Context: an optimization exercise on an open-source flow, tuned for a short achievable clock period and few clock cycles. The choices shown serve that exercise and are no tape-out recipe. The RTL was checked by simulation tests, not by an equivalence proof against the original design. The clock port is modelled as an ideal driver; clocking choices that lean on that would not hold on a real chip. No activity file was given, so power comes from the tool's default toggle rates.

==> flow/design.v (excerpt) <==
module rv_pipe_top (
    input  logic        clk_i,
    input  logic        rstn_i,
    input  logic        instr_req_i,
    input  logic [31:0] instr_i,
    output logic        instr_ack_o,
    output logic        commit_req_o,
    output logic [4:0]  commit_rd_o,
    output logic [31:0] commit_data_o,
    input  logic        commit_ack_i
);
    localparam int QD = 4;
    function automatic logic [31:0] rev32(input logic [31:0] x);
        for (int i = 0; i < 32; i++) rev32[i] = x[31-i];
    endfunction
    logic rst_q;
    logic        v1_q, v2_q;
    logic [4:0]  rd1_q, rd2_q;
    logic        w1_q, w2_q;      
    always_ff @(posedge clk_i) begin
        rst_q <= !rstn_i;
    end
    logic        ack_q;
    logic        ackn_q;      
    logic        v0_q;
    logic [31:0] ir_q;
    logic [31:0] oh1_q;
    logic [31:0] oh2_q;
    logic        ready_q;
    logic        accept;
    logic        ca_q, cb_q, pa_q, pb_q;
    logic        rfa_q, rfb_q, inv0_q, imm0_q;
    logic        ca_n, cb_n, pa_n, pb_n, imm_n, inv_n;
    assign accept = instr_req_i && ackn_q && ready_q;
    always_ff @(posedge clk_i) begin
        if (!rstn_i) begin
            ack_q  <= 1'b0;
            ackn_q <= 1'b1;
            v0_q  <= 1'b0;
        end else begin
            ack_q  <= instr_req_i && (!ackn_q || ready_q);
            ackn_q <= !(instr_req_i && (!ackn_q || ready_q));
            v0_q  <= accept;
        end
    end
    assign ca_n  = w1_q && (rd1_q == instr_i[19:15]);
    assign cb_n  = w1_q && (rd1_q == instr_i[24:20]);
    assign pa_n  = w2_q && (rd2_q == instr_i[19:15]);
    assign pb_n  = w2_q && (rd2_q == instr_i[24:20]);
  ...
clock: 7.0 ns
lec_check: 0
abc_clock_period_in_ps: 2000
cap_margin: 20
core_margin: 2
core_utilization: 45
gpl_timing_driven: 1
place_density: 0.65
setup_slack_margin: 5
slew_margin: 20
standard.sh (not shown) runs the stock make flow with config.mk's settings and CLKGATE_MAP_FILE= SYNTH_SCRIPT=/design/flow/synth_recipe.tcl, a recipe that flattens the netlist after the stock synthesis.
==> flow/flow/run.sh <==
#!/bin/bash
# Standard ORFS layout (through standard.sh) with two hooks:
#  - clock tree synthesis with sink clusters of up to 22 registers within
#    120 um (low clock slew at the registers); after CTS the H-tree's root
#    buffer is removed and the clock port drives the branch buffers directly,
#    and while it drives more than four of them the two closest are merged
#    (post_cts.tcl): one buffer level less on every register's clock path;
#  - after the timing repair of the global route step, the design rules
#    (max slew, max capacitance) are repaired once more (post_grt.tcl).
# The make output goes to run_flow.log; every tool's own log is kept under
# orfs/logs as in the standard flow.
set -euo pipefail
WORK=$(pwd)
bash standard.sh \
  "CTS_ARGS=-sink_clustering_enable -repair_clock_nets -sink_clustering_size 22 -sink_clustering_max_diameter 120 -balance_levels" \
  "POST_CTS_TCL=$WORK/flow/post_cts.tcl" \
  "POST_GLOBAL_ROUTE_TCL=$WORK/flow/post_grt.tcl" \
  finish > "$WORK/run_flow.log" 2>&1
Other scripts of this flow, unchanged in this note and not shown: flow/flow/post_cts.tcl, flow/flow/post_grt.tcl
Testbench counts at the start, summed over its fixed seeds: cycles 19,240.
Next try:
--- a/flow/flow/run.sh
+++ b/flow/flow/run.sh
@@ -2,4 +2,4 @@
 # Standard ORFS layout (through standard.sh) with two hooks:
-#  - clock tree synthesis with sink clusters of up to 22 registers within
-#    120 um (low clock slew at the registers); after CTS the H-tree's root
+#  - clock tree synthesis with sink clusters of up to 18 registers within
+#    100 um (low clock slew at the registers); after CTS the H-tree's root
 #    buffer is removed and the clock port drives the branch buffers directly,
@@ -14,3 +14,3 @@
 bash standard.sh \
-  "CTS_ARGS=-sink_clustering_enable -repair_clock_nets -sink_clustering_size 22 -sink_clustering_max_diameter 120 -balance_levels" \
+  "CTS_ARGS=-sink_clustering_enable -repair_clock_nets -sink_clustering_size 18 -sink_clustering_max_diameter 100 -balance_levels" \
   "POST_CTS_TCL=$WORK/flow/post_cts.tcl" \
Synthesized area does not change; non-clock buffer count rises by 22; utilization increases by 0.47 points; routed wire length hardly moves; register-to-register slack got worse by 160 ps; global-route usage barely changes; sequential power stays flat; final cell count went up by 0.63%; combinational power rose by about 1%.

-- afterwards: timing with drivers on the ports --
In the flow no input, the clock included, has a driving cell. The finished layouts below were timed again as built, in two steps.
Step 1 (the two cells are an assumption about what drives the block):
set clk [get_ports {clk_i}]
set_driving_cell -lib_cell sky130_fd_sc_hd__clkbuf_16 $clk
set_driving_cell -lib_cell sky130_fd_sc_hd__buf_2 [delete_from_list [all_inputs] $clk]
Step 2 adds t to the input delays and takes it off the output delays; t is the mean of the earliest and latest rising clock arrival at the registers after step 1. Input paths then give back, and output paths get back, about the clock's delay inside the block.
Slacks: ideal ports / drivers / drivers and shift; pairs: ideal ports / drivers.
run | t, ns | slack for setup (ns) | hold WS [ns] | worst data-port slew with drivers (ns) | pins driven straight from the clock port
the first run | 0.819 | 4.506 / 4.307 / 4.301 | 0.351 / 0.351 / 0.351 | 0.16 | 4
the second run | 0.834 | 4.464 / 4.289 / 4.273 | 0.345 / 0.345 / 0.345 | 0.17 | 4
After both steps setup and hold are still met in every run listed. The setup slack of the first run, which loses most, moves by -0.199 ns with the drivers and by -0.205 ns with both steps.
